Source: an optimization exercise on an open RTL-to-GDS flow (aim: a short achievable clock period and few clock cycles). Production flows keep margins and buffers that such runs may drop. In this exercise RTL edits were held to simulation tests only and were not proved equivalent to the original. Power is estimated from default activity; no workload was simulated.

==> v31 <==
// cpu_core
module cpu_core (
    input  logic            clk,
    input  logic            rst,
    output cpu_pkg::addr_t  o_inst_addr,
    input  cpu_pkg::word_t  i_inst,
    input  logic            i_inst_valid,
    output cpu_pkg::addr_t  o_data_addr,
    input  cpu_pkg::word_t  i_data_in,
    output cpu_pkg::word_t  o_data_out,
    output logic            o_data_we,
    output logic            o_data_rd,
    input  logic            i_data_ready
);
make LEC_CHECK=0 ABC_AREA=1 CAP_MARGIN=20 CORE_MARGIN=2 CORE_UTILIZATION=40 SETUP_SLACK_MARGIN=5 SLEW_MARGIN=20 TNS_END_PERCENT=100 finish   # period 8.0 ns
run.sh (not shown) runs the stock make flow with config.mk's settings and CLKGATE_MAP_FILE= SYNTH_SCRIPT=/design/flow/synth_recipe.tcl, a recipe that flattens the netlist after the stock synthesis.
==> v20: changes against v31 <==
--- a/flow/design.v
+++ b/flow/design.v
@@ -122,14 +122,14 @@
     output logic            o_data_rd,
     input  logic            i_data_ready
 );
     logic [31:2] pc;
     logic [31:0] e_a, e_b, e_s;      
     logic        e_fa, e_fb;         
-    logic [31:0] e_bx;               
     logic        e_fbp, e_fbn;       
+    logic        e_bp, e_bn;         
     logic [1:0]  e_fs;               
     logic [10:0] e_alu;              
     logic [31:0] e_sv;               
     logic        e_fsv;
     logic [4:0]  e_sa;               
     logic        e_fsa;
@@ -326,13 +326,14 @@
         e_pc    <= pc;
         e_a     <= f_lui ? 32'd0 : f_rsv;
         e_b     <= f_b_imm ? f_immv : f_rtv;
         e_s     <= f_rtv;
         e_fa    <= !f_lui && f_rs_e;
         e_fb    <= !f_b_imm && f_rt_e;
-        e_bx    <= f_sub ? ~(f_b_imm ? f_immv : f_rtv) : (f_b_imm ? f_immv : f_rtv);
+        e_bp    <= (f_b_imm || !f_rt_e) && !f_sub;
+        e_bn    <= (f_b_imm || !f_rt_e) && f_sub;
         e_fbp   <= !f_b_imm && f_rt_e && !f_sub;
         e_fbn   <= !f_b_imm && f_rt_e && f_sub;
         e_fs    <= !f_rt_e ? 2'd0 : ek_ld ? 2'd2 : 2'd1;
         e_alu   <= f_alu;
         e_sv    <= f_rtv;
         e_fsv   <= f_r_ok && f_rt_e;
@@ -352,13 +353,14 @@
     logic        e_sub, e_eq, e_taken;
     assign a = e_fa ? m_res : e_a;
     assign b = e_fb ? m_res : e_b;
     assign s = (e_fs == 2'd1) ? m_res : (e_fs == 2'd2) ? i_data_in : e_s;
     assign e_sub = e_alu[1] | e_alu[6] | e_alu[7];
     logic [31:0] bx;
-    assign bx = ({32{e_fbp}} & m_res) | ({32{e_fbn}} & ~m_res) | ({32{!e_fb}} & e_bx);
+    assign bx = ({32{e_fbp}} & m_res) | ({32{e_fbn}} & ~m_res) |
+                ({32{e_bp}} & e_b) | ({32{e_bn}} & ~e_b);
     ks_add #(.N(32), .L(5)) i_add (
         .a    (a),
         .b    (bx),
         .cin  (e_sub),
         .sum  (sum),
         .cout ()
==> v5: changes against v31 <==
--- a/flow/design.v
+++ b/flow/design.v
@@ -135,14 +135,12 @@
     logic        e_fsa;
     logic [31:0] e_ca, e_cb;         
     logic        e_fca, e_fcb;
     logic [4:0]  e_dst;              
     logic        e_ld, e_st, e_br, e_bne, e_pred;
     logic        e_kill;             
-    logic        e_v;                
-    logic [31:2] e_pc;
     logic [31:2] e_alt;              
     logic [31:0] m_res;              
     logic [31:0] m_addr, m_sd;       
     logic        m_rd, m_we;
     logic [4:0]  m_dst;
     logic [31:0] w_data;
@@ -292,65 +290,60 @@
     mux2w #(.W(30)) i_alt_mux (
         .s (f_pred),
         .a (pc1),
         .b (f_btgt),
         .o (f_alt)
     );
-    logic [31:2] replay_pc;
-    assign replay_pc = (e_v && !e_kill) ? e_pc : pc;
     always_ff @(posedge clk) begin
         if (rst)
             pc <= '0;
-        else if (stall)
-            pc <= replay_pc;
-        else
+        else if (!stall)
             pc <= pc_d;
     end
     always_ff @(posedge clk) begin
-        if (rst || stall) begin
+        if (rst) begin
             e_dst  <= '0;
             e_ld   <= 1'b0;
             e_st   <= 1'b0;
             e_br   <= 1'b0;
             e_kill <= 1'b0;
-            e_v    <= 1'b0;
-        end else begin
+        end else if (!stall) begin
             e_kill <= e_misp;
             e_dst  <= issue ? f_dst : 5'd0;
             e_ld   <= issue && f_lw;
             e_st   <= issue && f_sw;
             e_br   <= issue && f_br;
-            e_v    <= issue;
         end
     end
     always_ff @(posedge clk) begin
-        e_pc    <= pc;
-        e_a     <= f_lui ? 32'd0 : f_rsv;
-        e_b     <= f_b_imm ? f_immv : f_rtv;
-        e_s     <= f_rtv;
-        e_fa    <= !f_lui && f_rs_e;
-        e_fb    <= !f_b_imm && f_rt_e;
-        e_bx    <= f_sub ? ~(f_b_imm ? f_immv : f_rtv) : (f_b_imm ? f_immv : f_rtv);
-        e_fbp   <= !f_b_imm && f_rt_e && !f_sub;
-        e_fbn   <= !f_b_imm && f_rt_e && f_sub;
-        e_fs    <= !f_rt_e ? 2'd0 : ek_ld ? 2'd2 : 2'd1;
-        e_alu   <= f_alu;
-        e_sv    <= f_rtv;
-        e_fsv   <= f_r_ok && f_rt_e;
-        e_sa    <= f_r_shv ? f_rsv[4:0] : i_inst[10:6];
-        e_fsa   <= f_r_shv && f_rs_e;
-        e_ca    <= f_rsv;
-        e_cb    <= f_rtv;
-        e_fca   <= f_br && f_rs_e;
-        e_fcb   <= f_br && f_rt_e;
-        e_bne   <= f_bne;
-        e_pred  <= f_pred;
-        e_alt   <= f_alt;
+        if (!stall) begin
+            e_a     <= f_lui ? 32'd0 : f_rsv;
+            e_b     <= f_b_imm ? f_immv : f_rtv;
+            e_s     <= f_rtv;
+            e_fa    <= !f_lui && f_rs_e;
+            e_fb    <= !f_b_imm && f_rt_e;
+            e_bx    <= f_sub ? ~(f_b_imm ? f_immv : f_rtv) : (f_b_imm ? f_immv : f_rtv);
+            e_fbp   <= !f_b_imm && f_rt_e && !f_sub;
+            e_fbn   <= !f_b_imm && f_rt_e && f_sub;
+            e_fs    <= !f_rt_e ? 2'd0 : ek_ld ? 2'd2 : 2'd1;
+            e_alu   <= f_alu;
+            e_sv    <= f_rtv;
+            e_fsv   <= f_r_ok && f_rt_e;
+            e_sa    <= f_r_shv ? f_rsv[4:0] : i_inst[10:6];
+            e_fsa   <= f_r_shv && f_rs_e;
+            e_ca    <= f_rsv;
+            e_cb    <= f_rtv;
+            e_fca   <= f_br && f_rs_e;
+            e_fcb   <= f_br && f_rt_e;
+            e_bne   <= f_bne;
+            e_pred  <= f_pred;
+            e_alt   <= f_alt;
+        end
     end
     logic [31:0] a, b, s, sum, alu;
-    logic [31:0] sv, shl, shr;
+    logic [31:0] sv, ca, cb, shl, shr;
     logic [4:0]  amt;
     logic        e_sub, e_eq, e_taken;
     assign a = e_fa ? m_res : e_a;
     assign b = e_fb ? m_res : e_b;
     assign s = (e_fs == 2'd1) ? m_res : (e_fs == 2'd2) ? i_data_in : e_s;
     assign e_sub = e_alu[1] | e_alu[6] | e_alu[7];
@@ -362,12 +355,14 @@
         .cin  (e_sub),
         .sum  (sum),
         .cout ()
     );
     assign sv  = e_fsv ? m_res : e_sv;
     assign amt = e_fsa ? m_res[4:0] : e_sa;
+    assign ca  = e_fca ? m_res : e_ca;
+    assign cb  = e_fcb ? m_res : e_cb;
     assign shl = sv << amt;
     assign shr = 32'($signed({e_alu[10] & sv[31], sv}) >>> amt);
     logic [31:0] alu_o;
     mux2w #(.W(32)) i_res_mux (
         .s (e_alu[0] | e_alu[1]),
         .a (sum),
@@ -384,17 +379,13 @@
              | ({32{e_alu[4]}} & (a ^ b))
              | ({32{e_alu[5]}} & ~(a | b))
              | {31'b0, (e_alu[6] & slt) | (e_alu[7] & sltu)}
              | ({32{e_alu[8]}} & shl)
              | ({32{e_alu[9] | e_alu[10]}} & shr));
     end
-    logic eq_rr, eq_mr, eq_rm;
-    assign eq_rr   = (e_ca == e_cb);
-    assign eq_mr   = (m_res == e_cb);
-    assign eq_rm   = (e_ca == m_res);
-    assign e_eq    = e_fca ? (e_fcb ? 1'b1 : eq_mr) : (e_fcb ? eq_rm : eq_rr);
+    assign e_eq    = (ca == cb);
     assign e_taken = e_bne ? !e_eq : e_eq;
     assign e_misp  = ek_br && (e_taken != e_pred);
     logic [31:0] zadd;
     assign zadd   = ~((e_a ^ e_b) ^ {e_a[30:0] | e_b[30:0], 1'b0});
     assign e_zok  = ek_dst != 5'd0 && !ek_ld && !e_fa && !e_fb && (e_alu[0] || e_alu[1] || e_alu[4]);
     assign e_zero = e_alu[0] ? &zadd : (e_a == e_b);
==> flow/flow/run.sh (new file) <==
#!/bin/bash
# Layout: the standard flow (standard.sh, unchanged synthesis and steps),
# except that the port buffers buffer_ports inserts are sky130_fd_sc_hd__buf_4
# rather than the cell it picks by default (a clkdlybuf4s50_1 delay buffer).
# make's full output goes to flow_make.log here; ORFS's own logs stay under orfs/logs.
set -euo pipefail
export BUFFER_PORTS_ARGS="-buffer_cell sky130_fd_sc_hd__buf_4"
bash standard.sh finish > flow_make.log 2>&1
==> flow/standard.sh (new file) <==
#!/bin/bash
# synth_recipe.tcl (not shown) runs the flow's synth.tcl, then flattens the netlist and writes it again
# the make line also repeats each setting of config.mk as NAME=value (left out here)
make -C /OpenROAD-flow-scripts/flow DESIGN_CONFIG=/design/flow/config.mk WORK_HOME=/design/flow/orfs CLKGATE_MAP_FILE= SYNTH_SCRIPT=/design/flow/synth_recipe.tcl "${@:-finish}"
- CORE_UTILIZATION: 40 -> 35
removed: flow/run.sh
==> notes.md <==
- The highest register-to-register slack belongs to v31, the lowest to v5.
- Sequential power: v31 is lower than v5 (about 2%).
- Clock power: v5 > v31 > v20.
- Final cell count: v20 < v31 < v5.
- Between v5 and v31, the lower clock skew is in v5 (gap 0.014 ns).
- Area after synthesis, highest first: v5, v31, v20.
- Core utilization: v20 is higher than v5 (6.2 points).
==> figures <==
metric                                                   v20        v31         v5
Run status                          timing/DRC/antenna clean  timing/DRC/antenna clean  timing/DRC/antenna clean
Die X-Extent                                          431 um     437 um     472 um
HP Start                                               pc[6]     pc[27]       e_ld
Fraction of area in multi-input gates                  36.2%      36.2%      35.0%
Vias per Instance                                       6.58       6.57       6.54
Mean routed wirelength per cell                      36.1 um    38.0 um    37.8 um
Critical path required time                          8.72 ns    8.76 ns    8.57 ns
Routed met1 length                                 138000 um  152000 um  158000 um
Vias in the first global route                         69100      70700      73700
CP Depth                                                  11         17         16
First-pass iteration count of the detailed router         15         14         13
Nonclk inv count                                        1023       1129       1227
Sequential cell fraction of total power                46.5%      46.3%      45.5%
Multi-input gates                                       5453       5794       5863
Vert. Die Dim                                         431 um     437 um     472 um
Testbench counts of v31, summed over its fixed seeds: cycles 15,692.
Testbench counts of v20, summed over its fixed seeds: cycles 15,692.
Testbench counts of v5, summed over its fixed seeds: cycles 15,692.

## port drivers added, routing unchanged
The flow's constraints put no driver on any port. The routed layouts listed below were extracted and timed again, unchanged, in two steps.
Step 1 assumes that a clkbuf_16 drives the clock port and a buf_2 every other input.
Step 2, shift: input delay + t, output delay - t, t = (earliest + latest rising clock arrival at the registers) / 2. This alone moves slack from input paths to output paths.
Three values: ideal ports, drivers, drivers and shift; two values: the first two.
run	shift t [ns]	setup WS [ns]	hold WS [ns]	latest minus earliest clock arrival (ns)
v31	0.954	4.669 / 4.586 / 3.632	0.385 / 0.385 / 0.385	0.085 / 0.085
v20	0.912	4.356 / 4.359 / 3.446	0.431 / 0.431 / 0.431	0.075 / 0.075
v5	0.945	4.472 / 4.482 / 3.540	0.467 / 0.467 / 0.467	0.069 / 0.070
After both steps every run listed still meets setup and hold. For v31, which loses most, drivers alone change the setup slack by -0.083 ns; drivers and shift together by -1.037 ns.
